This is an optimization exercise on Yosys and OpenROAD, whose aim is small area and few clock cycles per item, not a production implementation. The RTL was checked by simulation tests, not by an equivalence proof against the original design. Power and IR drop assume default switching activity.

==> flow/design.v <==
package spq_pkg;
  localparam int Depth  = 16;
  localparam int DataW  = 32;
  localparam int PrioW  = 16;
  localparam int CountW = $clog2(Depth + 1);
  localparam logic [1:0] StInserted = 2'd0;
  localparam logic [1:0] StRemoved  = 2'd1;
  localparam logic [1:0] StEmpty    = 2'd2;
  localparam logic [1:0] StFull     = 2'd3;
  localparam logic OpInsert = 1'b0;
  localparam logic OpRemove = 1'b1;
endpackage
module spq_cell #(
  parameter logic [3:0] Init = 4'd0
) (
  input  logic        clk_i,
  input  logic        rst_ni,
  input  logic        wr_i,        
  input  logic [31:0] cmd_data_i,
  input  logic [15:0] cmd_prio_i,
  input  logic [4:0]  count_i,     
  input  logic        pend_i,      
  input  logic        pend2_i,     
  input  logic [4:0]  held_i,      
  input  logic [15:0] pend_prio_i,
  input  logic        late_head_i,  
  input  logic [3:0]  depth_i,     
  output logic        behind_o,    
  output logic        ahead_o,     
  output logic        late_ahead_o,  
  output logic        free_o,      
  output logic [31:0] data_o
);
  localparam int DataW = spq_pkg::DataW;
  localparam int PrioW = spq_pkg::PrioW;
  logic [3:0]       depth_q;
  logic [DataW-1:0] data_q;
  logic [PrioW-1:0] prio_q;
  logic             new_q;         
  logic             late_q;        
  logic             late, valid, ge, ahead;
  function automatic logic ge16(input logic [15:0] a, input logic [15:0] b);
    logic c;
    c = 1'b1;
    for (int i = 0; i < 16; i++) c = (a[i] & ~b[i]) | (a[i] & c) | (~b[i] & c);
    ge16 = c;
  endfunction
  function automatic logic lt5(input logic [4:0] a, input logic [4:0] b);
    logic lt, eq;
    lt = 1'b0;
    eq = 1'b1;
    for (int i = 4; i >= 0; i--) begin
      lt = lt | (eq & ~a[i] & b[i]);
      eq = eq & ~(a[i] ^ b[i]);
    end
    lt5 = lt;
  endfunction
  function automatic logic [3:0] inc4(input logic [3:0] a);
    inc4 = {a[3] ^ (&a[2:0]), a[2] ^ (&a[1:0]), a[1] ^ a[0], ~a[0]};
  endfunction
  assign valid = lt5({1'b0, depth_q}, held_i);
  assign ge    = ge16(prio_q, pend_prio_i);
  assign ahead = pend_i && valid && ge;
  assign late  = pend2_i && late_q;
  assign free_o = (depth_q == count_i[3:0]) && !(late && !late_head_i);
  always_ff @(posedge clk_i or negedge rst_ni) begin
    if (!rst_ni) begin
      depth_q <= Init;
    end else begin
      depth_q <= late ? depth_i : (ahead ? inc4(depth_q) : depth_q);
    end
  end
  always_ff @(posedge clk_i) begin
    new_q  <= wr_i && free_o;
    late_q <= new_q;
    if (wr_i && free_o) begin
      data_q <= cmd_data_i;
      prio_q <= cmd_prio_i;
    end
  end
  assign behind_o = valid && !ge;
  assign ahead_o  = ahead;
  assign late_ahead_o = late && ahead;
  assign data_o   = data_q;
endmodule
module sorted_priority_queue_unit (
  input  logic              clk_i,
  input  logic              rst_ni,
  input  logic              start,
  output logic              busy,
  input  logic              operation_i,
  input  logic [31:0]       entry_data_i,
  input  logic [15:0]       entry_priority_i,
  output logic              done_o,
  output logic [31:0]       result_data_o,
  output logic [1:0]        status_o,
  output logic [4:0]        entry_count_o
);
  localparam int Depth = spq_pkg::Depth;
  localparam int DataW = spq_pkg::DataW;
  localparam int PrioW = spq_pkg::PrioW;
  localparam int CountW = spq_pkg::CountW;
  localparam logic [1:0] StInserted = spq_pkg::StInserted;
  localparam logic [1:0] StRemoved = spq_pkg::StRemoved;
  localparam logic [1:0] StEmpty = spq_pkg::StEmpty;
  localparam logic [1:0] StFull = spq_pkg::StFull;
  localparam logic OpInsert = spq_pkg::OpInsert;
  logic [Depth-1:0]       slot_behind, slot_ahead, slot_late_ahead, slot_free;
  logic [DataW-1:0]       slot_data [Depth];
  logic                   accept, full, empty, ins, rem;
  logic [CountW-1:0]      count_q, held;
  logic [Depth-1:0]       behind_q;
  logic                   late_head_q;
  logic [3:0]             depth, depth_inc, late_depth;
  logic                   done_q, removed_q, pend_q, pend2_q;
  logic [PrioW-1:0]       pend_prio_q;
  logic [1:0]             status_q, status_d;
  logic [DataW-1:0]       result;
  assign busy   = 1'b0;
  assign accept = start;
  assign full   = count_q[4];
  assign empty  = (count_q == '0);
  assign ins    = accept && (operation_i == OpInsert) && !full;
  assign rem    = accept && (operation_i != OpInsert) && !empty;
  assign held = count_q - CountW'(pend_q);
  for (genvar g = 0; g < Depth; g++) begin : g_slot
    spq_cell #(.Init(4'(g))) u_cell (
      .clk_i       (clk_i),
      .rst_ni      (rst_ni),
      .wr_i        (ins),
      .cmd_data_i  (entry_data_i),
      .cmd_prio_i  (entry_priority_i),
      .count_i     (count_q),
      .pend_i      (pend_q),
      .pend2_i     (pend2_q),
      .held_i      (held),
      .pend_prio_i (pend_prio_q),
      .late_head_i (late_head_q),
      .depth_i     (late_depth),
      .behind_o    (slot_behind[g]),
      .ahead_o     (slot_ahead[g]),
      .late_ahead_o (slot_late_ahead[g]),
      .free_o      (slot_free[g]),
      .data_o      (slot_data[g])
    );
  end
  always_comb begin
    logic [1:0] s2 [8];
    logic [2:0] s4 [4];
    logic [3:0] s8 [2];
    for (int i = 0; i < 8; i++) s2[i] = {1'b0, behind_q[2*i]} + {1'b0, behind_q[2*i+1]};
    for (int i = 0; i < 4; i++) s4[i] = {1'b0, s2[2*i]} + {1'b0, s2[2*i+1]};
    for (int i = 0; i < 2; i++) s8[i] = {1'b0, s4[2*i]} + {1'b0, s4[2*i+1]};
    depth = s8[0] + s8[1];
  end
  assign depth_inc  = depth + 4'd1;
  assign late_depth = (|slot_late_ahead) ? depth_inc : depth;
  always_comb begin
    if (operation_i == OpInsert) status_d = full ? StFull : StInserted;
    else                         status_d = empty ? StEmpty : StRemoved;
  end
  always_ff @(posedge clk_i or negedge rst_ni) begin
    if (!rst_ni) begin
      count_q   <= '0;
      done_q    <= 1'b0;
      removed_q <= 1'b0;
      pend_q    <= 1'b0;
      pend2_q   <= 1'b0;
    end else begin
      done_q    <= accept;
      removed_q <= rem;
      pend_q    <= ins;
      pend2_q   <= pend_q;
      if (ins)      count_q <= count_q + 1'b1;
      else if (rem) count_q <= count_q - 1'b1;
    end
  end
  always_ff @(posedge clk_i) begin
    pend_prio_q <= entry_priority_i;
    behind_q    <= slot_behind;
    late_head_q <= !(|slot_ahead);
    status_q    <= status_d;
  end
  always_comb begin
    result = '0;
    for (int i = 0; i < Depth; i++) begin
      if (slot_free[i]) result = result | slot_data[i];
    end
  end
  assign done_o        = done_q;
  assign result_data_o = removed_q ? result : '0;
  assign status_o      = status_q;
  assign entry_count_o = count_q;
endmodule
clock: 5.0 ns
lec_check: 0
cap_margin: 0
core_margin: 2
core_utilization: 60
cts_buf_list: sky130_fd_sc_hd__clkbuf_8
cts_cluster_diameter: 60
cts_cluster_size: 12
gpl_timing_driven: 0
place_density: 0.7
slew_margin: 0
standard.sh (not shown) runs the stock make flow with config.mk's settings and CLKGATE_MAP_FILE= SYNTH_SCRIPT=/design/flow/synth_recipe.tcl, a recipe that flattens the netlist after the stock synthesis.
==> flow/flow/run.sh <==
#!/bin/bash
# The standard layout (standard.sh), with two changes: clock tree synthesis
# inserts no dummy loads, and the port buffers are buf_1 cells.
set -euo pipefail
export CTS_ARGS="-sink_clustering_enable -repair_clock_nets -dont_use_dummy_load -sink_clustering_size 12 -sink_clustering_max_diameter 60 -buf_list sky130_fd_sc_hd__clkbuf_8"
export BUFFER_PORTS_ARGS="-buffer_cell sky130_fd_sc_hd__buf_1"
bash standard.sh > standard.log 2>&1
The baseline completed and failed the layout checks on negative setup slack.
Testbench counts at the start, summed over its fixed seeds: cycles 24,008, requests 24,000.
Rerun with:
==> flow/flow/run.sh (replaced) <==
#!/bin/bash
# The standard layout (standard.sh), with two changes: clock tree synthesis
# inserts no dummy loads, and the port buffers are buf_1 cells.
set -euo pipefail
export CTS_ARGS="-sink_clustering_enable -repair_clock_nets -dont_use_dummy_load -sink_clustering_size 10 -sink_clustering_max_diameter 50 -buf_list sky130_fd_sc_hd__clkbuf_4"
export BUFFER_PORTS_ARGS="-buffer_cell sky130_fd_sc_hd__buf_1"
bash standard.sh > standard.log 2>&1
Settings changed: CAP_MARGIN 0 to 20, CORE_UTILIZATION 60 to 70, CTS_BUF_LIST sky130_fd_sc_hd__clkbuf_8 to sky130_fd_sc_hd__clkbuf_4, CTS_CLUSTER_DIAMETER 60 to 50, CTS_CLUSTER_SIZE 12 to 10, GPL_TIMING_DRIVEN 0 to unset, PLACE_DENSITY 0.7 to 0.8, SLEW_MARGIN 0 to 20.
The changed run finished clean.
Clock skew went up by 0.070 ns.
Final area is lower by 3.0%.
Cell count fell by 6.1%.
Routed wire length goes down by 12%.
Critical path depth rose by 2.
Hold slack degrades by 0.18 ns.
Register-to-register slack improved by 0.47 ns.
Sequential share of layout area rose by 1.9 points.
Synthesized area stays the same.

---

Setup of v6:
Starts from the design.v that is shown in full above.
clock: 5.0 ns
lec_check: 0
cap_margin: 20
core_margin: 2
core_utilization: 60
cts_buf_list: sky130_fd_sc_hd__clkbuf_8
cts_cluster_diameter: 60
cts_cluster_size: 12
place_density: 0.7
slew_margin: 20
run.sh (not shown) runs the stock make flow with config.mk's settings and CLKGATE_MAP_FILE= SYNTH_SCRIPT=/design/flow/synth_recipe.tcl, a recipe that flattens the netlist after the stock synthesis.
Stock flow here: none of the scripts above is used.
v6 finished every stage and its layout cleared the timing, DRC and antenna checks.
Testbench counts of v6, summed over its fixed seeds: cycles 24,008, requests 24,000.
Here is what was changed in the inputs of v7 compared with v6.
- changing CTS_BUF_LIST from sky130_fd_sc_hd__clkbuf_8 to sky130_fd_sc_hd__clkbuf_4
- changing CTS_CLUSTER_SIZE from 12 to 9
- changing PLACE_DENSITY from 0.7 to 0.8
- changing CTS_CLUSTER_DIAMETER from 60 to 45
- changing CORE_UTILIZATION from 60 to 70
==> flow/flow/run.sh (new file) <==
#!/bin/bash
# The standard layout (standard.sh), with two changes: clock tree synthesis
# inserts no dummy loads, and the port buffers are buf_1 cells.
set -euo pipefail
export CTS_ARGS="-sink_clustering_enable -repair_clock_nets -dont_use_dummy_load -sink_clustering_size 9 -sink_clustering_max_diameter 45 -buf_list sky130_fd_sc_hd__clkbuf_4"
export BUFFER_PORTS_ARGS="-buffer_cell sky130_fd_sc_hd__buf_1"
bash standard.sh > standard.log 2>&1
==> flow/standard.sh (new file) <==
#!/bin/bash
# synth_recipe.tcl (not shown) runs the flow's synth.tcl, then flattens the netlist and writes it again
# the make line also repeats each setting of config.mk as NAME=value (left out here)
make -C /OpenROAD-flow-scripts/flow DESIGN_CONFIG=/design/flow/config.mk WORK_HOME=/design/flow/orfs CLKGATE_MAP_FILE= SYNTH_SCRIPT=/design/flow/synth_recipe.tcl "${@:-finish}"
removed: flow/run.sh
==> comparison <==
- Die width: v6 and v7 compared, lower one is v7
- Between v6 and v7, the register clock-pin slew on the reported worst setup and hold paths figures differ only marginally.
- Launching element of the worst setup path = count_q[2]: v6; launching element of the worst setup path = count_q[3]: v7
- Via count deteriorates in v7 relative to v6.
- v7 vs. v6: growth of design area from synthesis to finish went down by 4.2 points.
- Comparing clock period minus worst slack for v6 and v7, the bigger number came from v6.
- v7 vs v6 — post-route cell area dropped about 4%.

---

== run 1 ==
// sorted_priority_queue_unit: RTL as listed in full above, without the edits since
Settings: LEC_CHECK=0, CAP_MARGIN=20, CORE_MARGIN=2, CORE_UTILIZATION=70, CTS_BUF_LIST=sky130_fd_sc_hd__clkbuf_4, CTS_CLUSTER_DIAMETER=45, CTS_CLUSTER_SIZE=8, PLACE_DENSITY=0.8, SLEW_MARGIN=20; clock period 5.0 ns.
Stock flow here: none of the scripts above is used.
Run 1 completed; timing, DRC and antenna clean
Testbench counts of run 1, summed over its fixed seeds: cycles 24,008, requests 24,000.
#### Input delta (run 2 over run 1)
Settings: CORE_UTILIZATION now 60, was 70; CTS_CLUSTER_DIAMETER now 60, was 45; PLACE_DENSITY now 0.7, was 0.8; CTS_BUF_LIST now sky130_fd_sc_hd__clkbuf_8, was sky130_fd_sc_hd__clkbuf_4; CTS_CLUSTER_SIZE now 12, was 8.
==> flow/flow/run.sh (new file) <==
#!/bin/bash
# The standard layout (standard.sh), with two changes: clock tree synthesis
# inserts no dummy loads, and the port buffers are buf_1 cells.
set -euo pipefail
export CTS_ARGS="-sink_clustering_enable -repair_clock_nets -dont_use_dummy_load -sink_clustering_size 12 -sink_clustering_max_diameter 60 -buf_list sky130_fd_sc_hd__clkbuf_8"
export BUFFER_PORTS_ARGS="-buffer_cell sky130_fd_sc_hd__buf_1"
bash standard.sh > standard.log 2>&1
==> flow/standard.sh (new file) <==
#!/bin/bash
# synth_recipe.tcl (not shown) runs the flow's synth.tcl, then flattens the netlist and writes it again
# the make line also repeats each setting of config.mk as NAME=value (left out here)
make -C /OpenROAD-flow-scripts/flow DESIGN_CONFIG=/design/flow/config.mk WORK_HOME=/design/flow/orfs CLKGATE_MAP_FILE= SYNTH_SCRIPT=/design/flow/synth_recipe.tcl "${@:-finish}"
removed: flow/run.sh
When the final numbers for run 1 and run 2 were put side by side, the core utilization turned out to be smaller in run 2. Going from run 1 to run 2, number of core rows saw an increase; global-route usage saw a decrease; average detailed-routed wire length per instance saw a decrease; via count saw a decrease; global routing usage on met3 saw a decrease. Run 2 vs run 1 — internal power component dropped 6.1%. Run 2 vs run 1: relative area change from synthesis to final layout down. A class of the tightest hold or removal check of input pin to async pin is what run 1 shows, while register to register belongs to run 2. Comparing time the final worst path needs with I/O delays and setup for run 1 and run 2, the bigger number came from run 1.
Inputs modified between run 2 and run 3:
Settings: CTS_CLUSTER_DIAMETER now 40, was 60; CTS_BUF_LIST now sky130_fd_sc_hd__clkbuf_2 sky130_fd_sc_hd__clkbuf_4, was sky130_fd_sc_hd__clkbuf_8; CTS_CLUSTER_SIZE now 6, was 12.
diff --git a/flow/flow/run.sh b/flow/flow/run.sh
--- a/flow/flow/run.sh
+++ b/flow/flow/run.sh
@@ -5 +5 @@
-export CTS_ARGS="-sink_clustering_enable -repair_clock_nets -dont_use_dummy_load -sink_clustering_size 12 -sink_clustering_max_diameter 60 -buf_list sky130_fd_sc_hd__clkbuf_8"
+export CTS_ARGS="-sink_clustering_enable -repair_clock_nets -dont_use_dummy_load -sink_clustering_size 6 -sink_clustering_max_diameter 40 -buf_list {sky130_fd_sc_hd__clkbuf_2 sky130_fd_sc_hd__clkbuf_4}"
Notes after the runs:
- [compare] base=run 2 new=run 3: maximum single-stage delay on the critical path now sits at about the same level; global router's overall resource usage grew by 0.60 points; core utilization increased 0.21 points; wire length reported by the detailed router climbed 0.99%.
- Summary — count of cells along the worst hold path, run 3 relative to run 2: higher, by 1.
- A kind of path behind the tightest hold check of input pin to register is what run 3 shows, while register to register belongs to run 2.
- Reported net switching power in run 3 is about 2% above run 2.
- Per the comparison of run 3 with run 2, number of gates on the worst path with buffers counted lower; number of DRC violations after detailed routing about even; fill cell total of the finished layout went up.

-- port drivers added, routing unchanged --
No port has a modelled driver above. Below, the same layouts with a new extraction and two added sets of constraints.
Step 1 sets driving cells, clkbuf_16 on the clock port and buf_2 on the other inputs (assumed; they add their load-dependent delay and slew).
Step 2 also shifts input and output timing later by t, the mid clock arrival at the registers, as if the neighbouring blocks saw the same clock.
Slacks: ideal / step 1 / step 2; pairs: ideal / step 1.
| run | shift t [ns] | setup WS [ns] | worst data-port slew with drivers (ns) |
|---|---|---|---|
| the first run of note 1 | 0.752 | -0.033 / -0.099 / 0.053 | 0.10 |
| the second run of note 1 | 0.968 | 0.185 / 0.124 / 0.516 | 0.14 |
| v6 | 0.757 | 0.055 / -0.004 / 0.727 | 0.12 |
| v7 | 0.938 | 0.194 / 0.134 / 0.425 | 0.14 |
| run 1 | 1.071 | 0.048 / -0.012 / 0.554 | 0.13 |
| run 2 | 0.739 | 0.258 / 0.192 / 0.662 | 0.11 |
| run 3 | 1.057 | 0.090 / 0.027 / 0.573 | 0.11 |
